Source: an optimization exercise on an open RTL-to-GDS flow (aim: small area and a short achievable clock period). Production flows keep margins and buffers that such runs may drop. Function was checked by simulation only, so behaviour that the tests miss may differ from the original.

==> inputs of v32 <==
==> flow/design.v (excerpt) <==
module fft16_pt #(
  parameter int DW = 24,
  parameter int TW = 14,
  parameter int IW = 16
) (
  input  logic                 clk,
  input  logic                 rst,
  input  logic signed [IW-1:0] din_r,
  input  logic signed [IW-1:0] din_i,
  output logic signed [DW-1:0] x1_r,
  output logic signed [DW-1:0] x1_c,
  output logic signed [DW-1:0] x2_r,
  output logic signed [DW-1:0] x2_c,
  output logic signed [DW-1:0] y1_r,
  output logic signed [DW-1:0] y1_c,
  output logic signed [DW-1:0] y2_r,
  output logic signed [DW-1:0] y2_c,
  output logic signed [TW-1:0] ra1_r,
  output logic signed [TW-1:0] ra1_c,
  output logic signed [DW-1:0] z1_r,
  output logic signed [DW-1:0] z1_c,
  output logic signed [DW-1:0] z2_r,
  output logic signed [DW-1:0] z2_c
);
Settings: LEC_CHECK=0, CAP_MARGIN=20, CORE_MARGIN=2, CORE_UTILIZATION=60, CTS_CLUSTER_DIAMETER=100, CTS_CLUSTER_SIZE=24, SLEW_MARGIN=20; clock period 15.0 ns.
standard.sh (not shown) runs the stock make flow with config.mk's settings and CLKGATE_MAP_FILE= SYNTH_SCRIPT=/design/flow/synth_recipe.tcl, a recipe that flattens the netlist after the stock synthesis.
==> flow/flow/run.sh <==
#!/bin/bash
set -euo pipefail
bash standard.sh synth > synth.log 2>&1
bash standard.sh SETUP_SLACK_MARGIN=10.5 "BUFFER_PORTS_ARGS=-buffer_cell sky130_fd_sc_hd__buf_1" finish > layout.log 2>&1
==> inputs of v4, as changes to v32 <==
--- a/flow/design.v
+++ b/flow/design.v
@@ -19,82 +19,79 @@
   output logic signed [TW-1:0] ra1_c,
   output logic signed [DW-1:0] z1_r,
   output logic signed [DW-1:0] z1_c,
   output logic signed [DW-1:0] z2_r,
   output logic signed [DW-1:0] z2_c
 );
   localparam int SW = 21;    
-  localparam int LW = 20;    
   localparam int OW = 20;    
   localparam int PW = 23;    
   logic [5:0] c;
   always_ff @(posedge clk) begin
     if (rst) c <= 6'd0;
     else if (c != 6'd56) c <= c + 6'd1;
   end
   logic ld, cmp, outp;
   assign ld   = (c < 6'd16);
   assign cmp  = (c >= 6'd16) && (c < 6'd48);
   assign outp = (c >= 6'd48) && (c < 6'd56);
-  logic signed [LW-1:0] tr [8], ti [8], lr [8], li [8];
+  logic signed [SW-1:0] tr [8], ti [8], lr [8], li [8];
   logic signed [SW-1:0] z1r_v, z1i_v, z2r_v, z2i_v;    
   logic [4:0] b;         
   assign b = 5'(c - 6'd16);
   logic [2:0] n8;        
   assign n8 = c[2:0];
   logic tx7, tx6, tx4;   
   assign tx7 = cmp && (b[4:3] == 2'd1) && !b[0];
   assign tx6 = cmp && (b[4:3] == 2'd2) && !b[1];
   assign tx4 = cmp && (b[4:3] == 2'd3) && !b[2];
   logic ins_l0, ins_t5, ins_l3;
   assign ins_t5 = ld && (n8 == 3'd1 || n8 == 3'd3);
   assign ins_l3 = ld && (n8 == 3'd4 || n8 == 3'd6);
   assign ins_l0 = ld && !(n8 == 3'd1 || n8 == 3'd3 || n8 == 3'd4 || n8 == 3'd6);
-  logic signed [LW-1:0] dr, di;
-  assign dr = LW'(din_r);
-  assign di = LW'(din_i);
-  logic s3;
-  assign s3 = cmp && (b[4:3] == 2'd3);
+  logic signed [SW-1:0] dr, di;
+  assign dr = SW'(din_r);
+  assign di = SW'(din_i);
   always_ff @(posedge clk) begin
-    tr[0] <= ld ? lr[7] : (s3 ? tr[7] : LW'(z1r_v));
-    ti[0] <= ld ? li[7] : (s3 ? ti[7] : LW'(z1i_v));
+    tr[0] <= ld ? lr[7] : z1r_v;
+    ti[0] <= ld ? li[7] : z1i_v;
     tr[1] <= tr[0]; ti[1] <= ti[0];
     tr[2] <= tr[1]; ti[2] <= ti[1];
     tr[3] <= tr[2]; ti[3] <= ti[2];
     tr[4] <= tx4 ? lr[7] : tr[3];
     ti[4] <= tx4 ? li[7] : ti[3];
     tr[5] <= ins_t5 ? dr : tr[4];
     ti[5] <= ins_t5 ? di : ti[4];
     tr[6] <= tx6 ? lr[7] : tr[5];
     ti[6] <= tx6 ? li[7] : ti[5];
     tr[7] <= tx7 ? lr[7] : tr[6];
     ti[7] <= tx7 ? li[7] : ti[6];
-    lr[0] <= ins_l0 ? dr : (ld ? tr[7] : (s3 ? bxr : LW'(z2r_v)));
-    li[0] <= ins_l0 ? di : (ld ? ti[7] : (s3 ? bxi : LW'(z2i_v)));
+    lr[0] <= ins_l0 ? dr : (ld ? tr[7] : z2r_v);
+    li[0] <= ins_l0 ? di : (ld ? ti[7] : z2i_v);
     lr[1] <= lr[0]; li[1] <= li[0];
     lr[2] <= lr[1]; li[2] <= li[1];
     lr[3] <= ins_l3 ? dr : lr[2];
     li[3] <= ins_l3 ? di : li[2];
     lr[4] <= lr[3]; li[4] <= li[3];
     lr[5] <= lr[4]; li[5] <= li[4];
     lr[6] <= lr[5]; li[6] <= li[5];
     lr[7] <= lr[6]; li[7] <= li[6];
   end
-  function automatic logic [2:0] tw_m(input logic [5:0] bi);
-    case (bi[5:3])
-      3'd0: tw_m = 3'd0;
-      3'd1: tw_m = {bi[0], 2'b00};
-      3'd2: tw_m = {bi[1:0], 1'b0};
+  function automatic logic [2:0] tw_m(input logic [4:0] bi);
+    case (bi[4:3])
+      2'd0: tw_m = 3'd0;
+      2'd1: tw_m = {bi[0], 2'b00};
+      2'd2: tw_m = {bi[1:0], 1'b0};
       default: tw_m = bi[2:0];
     endcase
   endfunction
   logic [5:0] c_nx;
   assign c_nx = (c == 6'd56) ? c : c + 6'd1;
-  logic [5:0] bb_nx;     
-  assign bb_nx = c_nx - 6'd14;
+  logic [4:0] bb_nx;     
+  assign bb_nx = 5'(c_nx - 6'd14);
   logic [2:0] mr_nx;
   assign mr_nx = tw_m(bb_nx);
   logic [7:0] sl_nx;     
   always_comb begin
     case (mr_nx)
       3'd0: sl_nx = 8'b0010_1000;
       3'd1: sl_nx = 8'b0010_1001;
@@ -104,27 +101,27 @@
       3'd5: sl_nx = 8'b1001_0111;
       3'd6: sl_nx = 8'b1001_0111;
       default: sl_nx = 8'b0110_1101;
     endcase
   end
   logic bt_nx;           
   always_comb begin
-    case (bb_nx[5:3])
-      3'd1: bt_nx = !bb_nx[0];
-      3'd2: bt_nx = !bb_nx[1];
-      3'd3: bt_nx = !bb_nx[2];
+    case (bb_nx[4:3])
+      2'd1: bt_nx = !bb_nx[0];
+      2'd2: bt_nx = !bb_nx[1];
+      2'd3: bt_nx = !bb_nx[2];
       default: bt_nx = 1'b0;
     endcase
   end
   logic rd_bt, rd_s1, rd_s2, rd_odd, rd_sq2;
   logic rp_v, rp_n, rq_v, rq_n, ip_v, ip_n, iq_v, iq_n;
   always_ff @(posedge clk) begin
     rd_bt  <= bt_nx;
-    rd_s1  <= (bb_nx[5:3] == 3'd1);
-    rd_s2  <= (bb_nx[5:3] == 3'd2);
+    rd_s1  <= (bb_nx[4:3] == 2'd1);
+    rd_s2  <= (bb_nx[4:3] == 2'd2);
     rd_odd <= mr_nx[0];
     rd_sq2 <= (mr_nx == 3'd2) || (mr_nx == 3'd6);
     {rp_v, rp_n, rq_v, rq_n, ip_v, ip_n, iq_v, iq_n} <= sl_nx;
   end
   logic m_odd, m_sq2;
   assign m_odd = rd_odd;
   assign m_sq2 = rd_sq2;
@@ -196,22 +193,22 @@
         2'd1: begin bxr = OW'(tr[6]); bxi = OW'(ti[6]); end
         2'd2: begin bxr = OW'(tr[5]); bxi = OW'(ti[5]); end
         default: begin bxr = OW'(tr[3]); bxi = OW'(ti[3]); end
       endcase
     end
   end
   logic signed [OW-1:0] ar, ai;
-  assign ar = tr[7];
-  assign ai = ti[7];
+  assign ar = OW'(tr[7]);
+  assign ai = OW'(ti[7]);
   assign z1r_v = SW'(ar) + SW'(pq_r);
   assign z1i_v = SW'(ai) + SW'(pq_i);
   assign z2r_v = SW'(ar) - SW'(pq_r);
   assign z2i_v = SW'(ai) - SW'(pq_i);
   logic [2:0] mb;
-  assign mb = tw_m({1'b0, b});
+  assign mb = tw_m(b);
   logic signed [TW-1:0] wr, wi;
   always_comb begin
     case (mb)
       3'd0: begin wr =  14'sd4096; wi =  14'sd0;    end
       3'd1: begin wr =  14'sd3784; wi = -14'sd1567; end
       3'd2: begin wr =  14'sd2896; wi = -14'sd2896; end
       3'd3: begin wr =  14'sd1567; wi = -14'sd3784; end
@@ -234,16 +231,18 @@
       y1r_q <= pq_r; y1i_q <= pq_i; y2r_q <= -pq_r; y2i_q <= -pq_i;
       war_q <= wr; wai_q <= wi;
     end
   end
   always_ff @(posedge clk) begin
     if (rst || ld) begin
       z1r_q <= '0; z1i_q <= '0; z2r_q <= '0; z2i_q <= '0;
-    end else if (cmp || outp) begin
+    end else if (cmp) begin
       z1r_q <= z1r_v; z1i_q <= z1i_v; z2r_q <= z2r_v; z2i_q <= z2i_v;
+    end else if (outp) begin
+      z1r_q <= tr[7]; z1i_q <= ti[7]; z2r_q <= lr[7]; z2i_q <= li[7];
     end
   end
   assign x1_r = DW'(x1r_q); assign x1_c = DW'(x1i_q);
   assign x2_r = DW'(x2r_q); assign x2_c = DW'(x2i_q);
   assign y1_r = DW'(y1r_q); assign y1_c = DW'(y1i_q);
   assign y2_r = DW'(y2r_q); assign y2_c = DW'(y2i_q);
   assign ra1_r = war_q; assign ra1_c = wai_q;
==> flow/flow/run.sh (replaced) <==
#!/bin/bash
set -euo pipefail
bash standard.sh synth > synth.log 2>&1
bash standard.sh SETUP_SLACK_MARGIN=10.8 "BUFFER_PORTS_ARGS=-buffer_cell sky130_fd_sc_hd__buf_2" finish > layout.log 2>&1
- CORE_UTILIZATION: 60 -> 65
- CTS_BUF_LIST: not set -> sky130_fd_sc_hd__clkbuf_8
- CTS_CLUSTER_DIAMETER: 100 -> not set
- CTS_CLUSTER_SIZE: 24 -> not set
==> inputs of v11, as changes to v32 <==
--- a/flow/design.v
+++ b/flow/design.v
@@ -19,82 +19,79 @@
   output logic signed [TW-1:0] ra1_c,
   output logic signed [DW-1:0] z1_r,
   output logic signed [DW-1:0] z1_c,
   output logic signed [DW-1:0] z2_r,
   output logic signed [DW-1:0] z2_c
 );
   localparam int SW = 21;    
-  localparam int LW = 20;    
   localparam int OW = 20;    
   localparam int PW = 23;    
   logic [5:0] c;
   always_ff @(posedge clk) begin
     if (rst) c <= 6'd0;
     else if (c != 6'd56) c <= c + 6'd1;
   end
   logic ld, cmp, outp;
   assign ld   = (c < 6'd16);
   assign cmp  = (c >= 6'd16) && (c < 6'd48);
   assign outp = (c >= 6'd48) && (c < 6'd56);
-  logic signed [LW-1:0] tr [8], ti [8], lr [8], li [8];
+  logic signed [SW-1:0] tr [8], ti [8], lr [8], li [8];
   logic signed [SW-1:0] z1r_v, z1i_v, z2r_v, z2i_v;    
   logic [4:0] b;         
   assign b = 5'(c - 6'd16);
   logic [2:0] n8;        
   assign n8 = c[2:0];
   logic tx7, tx6, tx4;   
   assign tx7 = cmp && (b[4:3] == 2'd1) && !b[0];
   assign tx6 = cmp && (b[4:3] == 2'd2) && !b[1];
   assign tx4 = cmp && (b[4:3] == 2'd3) && !b[2];
   logic ins_l0, ins_t5, ins_l3;
   assign ins_t5 = ld && (n8 == 3'd1 || n8 == 3'd3);
   assign ins_l3 = ld && (n8 == 3'd4 || n8 == 3'd6);
   assign ins_l0 = ld && !(n8 == 3'd1 || n8 == 3'd3 || n8 == 3'd4 || n8 == 3'd6);
-  logic signed [LW-1:0] dr, di;
-  assign dr = LW'(din_r);
-  assign di = LW'(din_i);
-  logic s3;
-  assign s3 = cmp && (b[4:3] == 2'd3);
+  logic signed [SW-1:0] dr, di;
+  assign dr = SW'(din_r);
+  assign di = SW'(din_i);
   always_ff @(posedge clk) begin
-    tr[0] <= ld ? lr[7] : (s3 ? tr[7] : LW'(z1r_v));
-    ti[0] <= ld ? li[7] : (s3 ? ti[7] : LW'(z1i_v));
+    tr[0] <= ld ? lr[7] : z1r_v;
+    ti[0] <= ld ? li[7] : z1i_v;
     tr[1] <= tr[0]; ti[1] <= ti[0];
     tr[2] <= tr[1]; ti[2] <= ti[1];
     tr[3] <= tr[2]; ti[3] <= ti[2];
     tr[4] <= tx4 ? lr[7] : tr[3];
     ti[4] <= tx4 ? li[7] : ti[3];
     tr[5] <= ins_t5 ? dr : tr[4];
     ti[5] <= ins_t5 ? di : ti[4];
     tr[6] <= tx6 ? lr[7] : tr[5];
     ti[6] <= tx6 ? li[7] : ti[5];
     tr[7] <= tx7 ? lr[7] : tr[6];
     ti[7] <= tx7 ? li[7] : ti[6];
-    lr[0] <= ins_l0 ? dr : (ld ? tr[7] : (s3 ? bxr : LW'(z2r_v)));
-    li[0] <= ins_l0 ? di : (ld ? ti[7] : (s3 ? bxi : LW'(z2i_v)));
+    lr[0] <= ins_l0 ? dr : (ld ? tr[7] : z2r_v);
+    li[0] <= ins_l0 ? di : (ld ? ti[7] : z2i_v);
     lr[1] <= lr[0]; li[1] <= li[0];
     lr[2] <= lr[1]; li[2] <= li[1];
     lr[3] <= ins_l3 ? dr : lr[2];
     li[3] <= ins_l3 ? di : li[2];
     lr[4] <= lr[3]; li[4] <= li[3];
     lr[5] <= lr[4]; li[5] <= li[4];
     lr[6] <= lr[5]; li[6] <= li[5];
     lr[7] <= lr[6]; li[7] <= li[6];
   end
-  function automatic logic [2:0] tw_m(input logic [5:0] bi);
-    case (bi[5:3])
-      3'd0: tw_m = 3'd0;
-      3'd1: tw_m = {bi[0], 2'b00};
-      3'd2: tw_m = {bi[1:0], 1'b0};
+  function automatic logic [2:0] tw_m(input logic [4:0] bi);
+    case (bi[4:3])
+      2'd0: tw_m = 3'd0;
+      2'd1: tw_m = {bi[0], 2'b00};
+      2'd2: tw_m = {bi[1:0], 1'b0};
       default: tw_m = bi[2:0];
     endcase
   endfunction
   logic [5:0] c_nx;
   assign c_nx = (c == 6'd56) ? c : c + 6'd1;
-  logic [5:0] bb_nx;     
-  assign bb_nx = c_nx - 6'd14;
+  logic [4:0] bb_nx;     
+  assign bb_nx = 5'(c_nx - 6'd14);
   logic [2:0] mr_nx;
   assign mr_nx = tw_m(bb_nx);
   logic [7:0] sl_nx;     
   always_comb begin
     case (mr_nx)
       3'd0: sl_nx = 8'b0010_1000;
       3'd1: sl_nx = 8'b0010_1001;
@@ -104,27 +101,27 @@
       3'd5: sl_nx = 8'b1001_0111;
       3'd6: sl_nx = 8'b1001_0111;
       default: sl_nx = 8'b0110_1101;
     endcase
   end
   logic bt_nx;           
   always_comb begin
-    case (bb_nx[5:3])
-      3'd1: bt_nx = !bb_nx[0];
-      3'd2: bt_nx = !bb_nx[1];
-      3'd3: bt_nx = !bb_nx[2];
+    case (bb_nx[4:3])
+      2'd1: bt_nx = !bb_nx[0];
+      2'd2: bt_nx = !bb_nx[1];
+      2'd3: bt_nx = !bb_nx[2];
       default: bt_nx = 1'b0;
     endcase
   end
   logic rd_bt, rd_s1, rd_s2, rd_odd, rd_sq2;
   logic rp_v, rp_n, rq_v, rq_n, ip_v, ip_n, iq_v, iq_n;
   always_ff @(posedge clk) begin
     rd_bt  <= bt_nx;
-    rd_s1  <= (bb_nx[5:3] == 3'd1);
-    rd_s2  <= (bb_nx[5:3] == 3'd2);
+    rd_s1  <= (bb_nx[4:3] == 2'd1);
+    rd_s2  <= (bb_nx[4:3] == 2'd2);
     rd_odd <= mr_nx[0];
     rd_sq2 <= (mr_nx == 3'd2) || (mr_nx == 3'd6);
     {rp_v, rp_n, rq_v, rq_n, ip_v, ip_n, iq_v, iq_n} <= sl_nx;
   end
   logic m_odd, m_sq2;
   assign m_odd = rd_odd;
   assign m_sq2 = rd_sq2;
@@ -196,22 +193,22 @@
         2'd1: begin bxr = OW'(tr[6]); bxi = OW'(ti[6]); end
         2'd2: begin bxr = OW'(tr[5]); bxi = OW'(ti[5]); end
         default: begin bxr = OW'(tr[3]); bxi = OW'(ti[3]); end
       endcase
     end
   end
   logic signed [OW-1:0] ar, ai;
-  assign ar = tr[7];
-  assign ai = ti[7];
+  assign ar = OW'(tr[7]);
+  assign ai = OW'(ti[7]);
   assign z1r_v = SW'(ar) + SW'(pq_r);
   assign z1i_v = SW'(ai) + SW'(pq_i);
   assign z2r_v = SW'(ar) - SW'(pq_r);
   assign z2i_v = SW'(ai) - SW'(pq_i);
   logic [2:0] mb;
-  assign mb = tw_m({1'b0, b});
+  assign mb = tw_m(b);
   logic signed [TW-1:0] wr, wi;
   always_comb begin
     case (mb)
       3'd0: begin wr =  14'sd4096; wi =  14'sd0;    end
       3'd1: begin wr =  14'sd3784; wi = -14'sd1567; end
       3'd2: begin wr =  14'sd2896; wi = -14'sd2896; end
       3'd3: begin wr =  14'sd1567; wi = -14'sd3784; end
@@ -234,16 +231,18 @@
       y1r_q <= pq_r; y1i_q <= pq_i; y2r_q <= -pq_r; y2i_q <= -pq_i;
       war_q <= wr; wai_q <= wi;
     end
   end
   always_ff @(posedge clk) begin
     if (rst || ld) begin
       z1r_q <= '0; z1i_q <= '0; z2r_q <= '0; z2i_q <= '0;
-    end else if (cmp || outp) begin
+    end else if (cmp) begin
       z1r_q <= z1r_v; z1i_q <= z1i_v; z2r_q <= z2r_v; z2i_q <= z2i_v;
+    end else if (outp) begin
+      z1r_q <= tr[7]; z1i_q <= ti[7]; z2r_q <= lr[7]; z2i_q <= li[7];
     end
   end
   assign x1_r = DW'(x1r_q); assign x1_c = DW'(x1i_q);
   assign x2_r = DW'(x2r_q); assign x2_c = DW'(x2i_q);
   assign y1_r = DW'(y1r_q); assign y1_c = DW'(y1i_q);
   assign y2_r = DW'(y2r_q); assign y2_c = DW'(y2i_q);
   assign ra1_r = war_q; assign ra1_c = wai_q;
- CTS_CLUSTER_SIZE: 24 -> 30
==> metrics.csv <==
stage,metric,value,unit
final_layout,multiInputGateArea,27000,µm²
sta,worstMarginPinSlew,1230,ps
logic_synthesis,synth-seq-cells,1090,
drt,via_per_inst,5.89,
final_layout,antenna_cells,2,
cts,cts_buffers,52,
logic_synthesis,yosysSeqAreaShare,43.4,%
critical_path,reg2reg_depth,20,
final_layout,n_all_buffers,486,
cts,cts-root-buf,clkbuf_16,
status,outcome,no timing/DRC/antenna violations,
die,dieHeight,293,µm
logic_synthesis,synth-adder-area-share,14.8,%
[end of results for v32]
==> metrics.csv <==
stage,metric,value,unit
status,outcome,no timing/DRC/antenna violations,
logic_synthesis,synth-seq-cells,1124,
die,dieHeight,296,µm
final_layout,n_all_buffers,463,
final_layout,antenna_cells,2,
final_layout,multiInputGateArea,27100,µm²
[end of results for v11]
==> metrics.csv <==
stage,metric,value,unit
status,outcome,no timing/DRC/antenna violations,
sta,worstMarginPinSlew,1180,ps
final_layout,antenna_cells,3,
critical_path,setup.worst_path.class,reg2reg,
cts,cts_buffers,170,
cts,cts-hold-fix-buffers,0,
logic_synthesis,synth-seq-cells,1124,
final_layout,n_all_buffers,581,
die,dieHeight,285,µm
logic_synthesis,yosysSeqAreaShare,43.9,%
critical_path,reg2reg_depth,15,
final_layout,multiInputGateArea,28300,µm²
drt,via_per_inst,6.17,
[end of results for v4]

static timing again, ports no longer ideal:
The flow's constraints put no driver on any port. The routed layouts listed below were extracted and timed again, unchanged, in two steps.
Step 1 (the two cells are an assumption about what drives the block):
set clk [get_ports {clk}]
set_driving_cell -lib_cell sky130_fd_sc_hd__clkbuf_16 $clk
set_driving_cell -lib_cell sky130_fd_sc_hd__buf_2 [delete_from_list [all_inputs] $clk]
Step 2 adds t to the input delays and takes it off the output delays; t is the mean of the earliest and latest rising clock arrival at the registers after step 1. Input paths then give back, and output paths get back, about the clock's delay inside the block.
a / b / c = no drivers / after step 1 / after step 2; a / b = the first two.
run	t (ns)	slack for setup (ns)	pins driven straight from the clock port
v32	0.743	10.430 / 10.430 / 10.058	1
v4	0.881	10.424 / 10.424 / 9.833	1
v11	0.720	10.382 / 10.382 / 9.814	1
After both steps every run listed still meets setup and hold. The setup slack of v4, which loses most, moves by 0.000 ns with the drivers and by -0.591 ns with both steps.
